This is an optimization exercise on Yosys and OpenROAD, whose aim is small area and a short achievable clock period, not a production implementation. Function was checked by simulation only, so behaviour that the tests miss may differ from the original.

==> build 95 <==
Design exec_unit, start of the top module:
module exec_unit (
  input  logic               clk,
  input  logic               rst_n,
  input  logic               insn_valid,
  input  rv_exec_pkg::insn_t insn,
  input  rv_exec_pkg::xlen_t pc,
  input  rv_exec_pkg::xlen_t sign_ext,
  input  rv_exec_pkg::xlen_t src1,
  input  rv_exec_pkg::xlen_t src2,
  output logic               dest_valid,
  output logic               dest_long,
  output rv_exec_pkg::xlen_t dest,
  output logic               branch_target_valid,
  output rv_exec_pkg::xlen_t branch_target
);
==> flow/config.mk <==
export PLATFORM = sky130hd
export DESIGN_NAME = exec_unit
export DESIGN_NICKNAME = exec_unit
export VERILOG_FILES = /design/flow/design.v
export SDC_FILE = /design/flow/constraint.sdc
export NUM_CORES = 4
export LEC_CHECK = 0
export CAP_MARGIN = 20
export CORE_MARGIN = 2
export CORE_UTILIZATION = 45
export SETUP_SLACK_MARGIN = 2
export SLEW_MARGIN = 20
==> flow/constraint.sdc <==
create_clock -name core_clock -period 7.0 [get_ports {clk}]
set_input_delay 1.4000 -clock core_clock [delete_from_list [all_inputs] [get_ports {clk}]]
set_output_delay 1.4000 -clock core_clock [all_outputs]
set_load 0.01 [all_outputs]
standard.sh (not shown) runs the stock make flow with config.mk's settings and CLKGATE_MAP_FILE= SYNTH_SCRIPT=/design/flow/synth_recipe.tcl, a recipe that flattens the netlist after the stock synthesis.
==> flow/flow/run.sh <==
#!/bin/bash
# Standard ORFS layout (the standard.sh, standard synthesis unchanged),
# except that the port buffers use sky130_fd_sc_hd__buf_1 instead of the default choice.
set -o pipefail
bash standard.sh "BUFFER_PORTS_ARGS=-buffer_cell sky130_fd_sc_hd__buf_1" finish > standard.log 2>&1
==> trial 14 (differences from build 95) <==
--- a/flow/design.v
+++ b/flow/design.v
@@ -78,25 +78,30 @@
   assign sel_sll   = alu & (f3 == 3'd1);
   assign sel_sr    = alu & (f3 == 3'd5);
   assign sh_arith  = insn[30];
 endmodule
 module prefix_add #(
   parameter int W    = 64,
   parameter int TOPO = 0
 ) (
-  input  logic [W-1:0] p,
-  input  logic [W-1:0] g,
+  input  logic [W-1:0] a,
+  input  logic [W-1:0] b,
   input  logic         cin,
-  output logic [W-1:0] c,
-  output logic         cout
+  output logic [W-1:0] sum,
+  output logic         cout,
+  output logic [W-1:0] p,
+  output logic [W-1:0] g
 );
   localparam int L = (W > 32) ? 6 : (W > 16) ? 5 : 4;
   logic [W-1:0] gg [0:2*L];
   logic [W-1:0] pp [0:2*L];
+  logic [W-1:0] c;
+  assign p = a ^ b;
+  assign g = a & b;
   assign gg[0] = {g[W-1:1], g[0] | (p[0] & cin)};
   assign pp[0] = p;
   genvar l, i;
   generate
     if (TOPO == 0) begin : g_sk
       for (l = 0; l < L; l++) begin : lv
         for (i = 0; i < W; i++) begin : bt
           if ((i >> l) & 1) begin : cmb
@@ -173,16 +178,17 @@
           assign gg[L+1][i] = gg[L][i];
           assign pp[L+1][i] = pp[L][i];
         end
       end
       assign c = {gg[L+1][W-2:0], cin};
       assign cout = gg[L+1][W-1];
     end
   endgenerate
+  assign sum = p ^ c;
 endmodule
 module int_alu #(
   parameter int TOPO = 0
 ) (
   input  rv_exec_pkg::xlen_t pc,
   input  rv_exec_pkg::xlen_t src1,
   input  rv_exec_pkg::xlen_t src2,
   input  rv_exec_pkg::xlen_t sign_ext,
@@ -203,38 +209,32 @@
   output rv_exec_pkg::xlen_t res,       
   output logic               eq,
   output logic               lt,
   output logic               ltu
 );
   rv_exec_pkg::xlen_t op_a;
   rv_exec_pkg::xlen_t op_b;
   rv_exec_pkg::xlen_t op_bx;
+  rv_exec_pkg::xlen_t sum;
   rv_exec_pkg::xlen_t p;
   rv_exec_pkg::xlen_t g;
-  rv_exec_pkg::xlen_t x;
-  rv_exec_pkg::xlen_t c;
-  rv_exec_pkg::xlen_t sum;
-  logic               logic_op;
   logic               cout;
   assign op_a  = a_pc ? pc : src1;
   assign op_b  = b_four ? 64'd4 : (b_imm ? sign_ext : src2);
   assign op_bx = op_b ^ {64{sub}};
-  assign logic_op = sel_xor | sel_or | sel_and;
-  assign p = op_a ^ op_bx;
-  assign g = op_a & op_bx & {64{~logic_op}};
-  assign x = sel_and ? (op_a & op_b) : (sel_or ? (op_a | op_b) : p);
   prefix_add #(.W(64), .TOPO(TOPO)) u_add (
-    .p    (p),
-    .g    (g),
+    .a    (op_a),
+    .b    (op_bx),
     .cin  (sub),
-    .c    (c),
-    .cout (cout)
+    .sum  (sum),
+    .cout (cout),
+    .p    (p),
+    .g    (g)
   );
-  assign sum = x ^ c;
   assign eq  = &p;
   assign ltu = ~cout;
   assign lt  = (op_a[63] ^ op_b[63]) ? op_a[63] : ~cout;
   logic [5:0]  sh;
   logic [63:0] sx;
   logic [63:0] sr [0:6];
   logic        fill;
   logic [63:0] rev_r;
@@ -259,17 +259,20 @@
       end
     end
     for (i = 0; i < 64; i++) begin : rv
       assign rev_r[i] = sr[6][63-i];
     end
   endgenerate
   assign sr[0] = sx;
   always_comb begin
-    res = ({64{~(sel_sll | sel_sr | sel_slt)}} & sum) |
+    res = ({64{sel_sum}} & sum) |
+          ({64{sel_xor}} & p) |
+          ({64{sel_or}}  & (p | g)) |
+          ({64{sel_and}} & g) |
           ({64{sel_sr}}  & sr[6]) |
           ({64{sel_sll}} & rev_r);
     res[0] = res[0] | (sel_slt & (sel_slt_u ? ltu : lt));
   end
 endmodule
 module branch_unit #(
   parameter int TOPO = 0
 ) (
@@ -285,30 +288,32 @@
   input  logic               ltu,
   output logic               taken,
   output rv_exec_pkg::xlen_t target
 );
   logic [2:0]         f3;
   logic               cond;
   rv_exec_pkg::xlen_t base;
   rv_exec_pkg::xlen_t sum;
-  rv_exec_pkg::xlen_t c;
+  rv_exec_pkg::xlen_t p_unused;
+  rv_exec_pkg::xlen_t g_unused;
   logic               c_unused;
   assign f3    = insn[14:12];
   assign cond  = (f3[2] ? (f3[1] ? ltu : lt) : eq) ^ f3[0];
   assign taken = jump | (br_op & cond);
   assign base = base_src1 ? src1 : pc;
   prefix_add #(.W(64), .TOPO(TOPO)) u_add (
-    .p    (base ^ sign_ext),
-    .g    (base & sign_ext),
+    .a    (base),
+    .b    (sign_ext),
     .cin  (1'b0),
-    .c    (c),
-    .cout (c_unused)
+    .sum  (sum),
+    .cout (c_unused),
+    .p    (p_unused),
+    .g    (g_unused)
   );
-  assign sum = base ^ sign_ext ^ c;
   assign target = {sum[63:1], sum[0] & ~base_src1};
 endmodule
 module exec_regs (
   input  logic               clk,
   input  logic               rst_n,
   input  logic               insn_valid,
   input  logic               dest_wr,
   input  logic               word_op,
==> flow/run.sh (new file) <==
#!/bin/bash
# synth_recipe.tcl (not shown) runs the flow's synth.tcl, then flattens the netlist and writes it again
# the make line also repeats each setting of config.mk as NAME=value (left out here)
make -C /OpenROAD-flow-scripts/flow DESIGN_CONFIG=/design/flow/config.mk WORK_HOME=/design/flow/orfs CLKGATE_MAP_FILE= SYNTH_SCRIPT=/design/flow/synth_recipe.tcl finish
removed: flow/flow/run.sh
removed: flow/standard.sh
==> impl_metrics.ini <==
[power]
power_frac_comb_pct = 62.1

[placed_design]
dp.cells = 3363

[layout]
final-seq-area_mm2 = 0.00263

[yosys]
synth.top_cells.by_count = nand2_1, mux2i_1, a21oi_1, nor2_1, mux2_2

[floorplan]
rows = 76

[sta]
finalCritPeriodShare_pct = 73.1

[run_status]
outcome = complete, no violations

[global_routing]
grt_use_met2_pct = 67.2
the above is filed under build 95

==> impl_metrics.ini <==
[sta]
finalCritPeriodShare_pct = 77.1

[placed_design]
dp.cells = 3579

[layout]
final-seq-area_mm2 = 0.00263

[global_routing]
grt_use_met2_pct = 62.1

[run_status]
outcome = complete, no violations

[power]
power_frac_comb_pct = 64.7

[floorplan]
rows = 77

[yosys]
synth.top_cells.by_count = nand2_1, nor2_1, mux2i_1, a21oi_1, ha_1
the above is filed under trial 14

==> port drivers added, routing unchanged <==
How much do the figures lean on ideal ports? The routed layouts below were timed once more, with nothing changed but the port constraints.
Step 1: set_driving_cell puts a clkbuf_16 on clk and a buf_2 on each other input, an assumption about the parent block.
Step 2 times the ports against the registers' clock, not the clock port: input delays grow and output delays shrink by t, the midpoint of the rising clock arrivals with the driver on.
Slacks: ideal / step 1 / step 2; pairs: ideal / step 1.
run | t, ns | setup WS [ns] | slew at the worst register clock pin (ns) | pins driven straight from the clock port
build 95 | 0.549 | 1.882 / 1.877 / 1.328 | 0.07 / 0.07 | 1
trial 14 | 0.555 | 1.606 / 1.603 / 1.048 | 0.07 / 0.07 | 1
After both steps every run listed still meets setup and hold. The setup slack of trial 14, which loses most, moves by -0.003 ns with the drivers and by -0.558 ns with both steps.
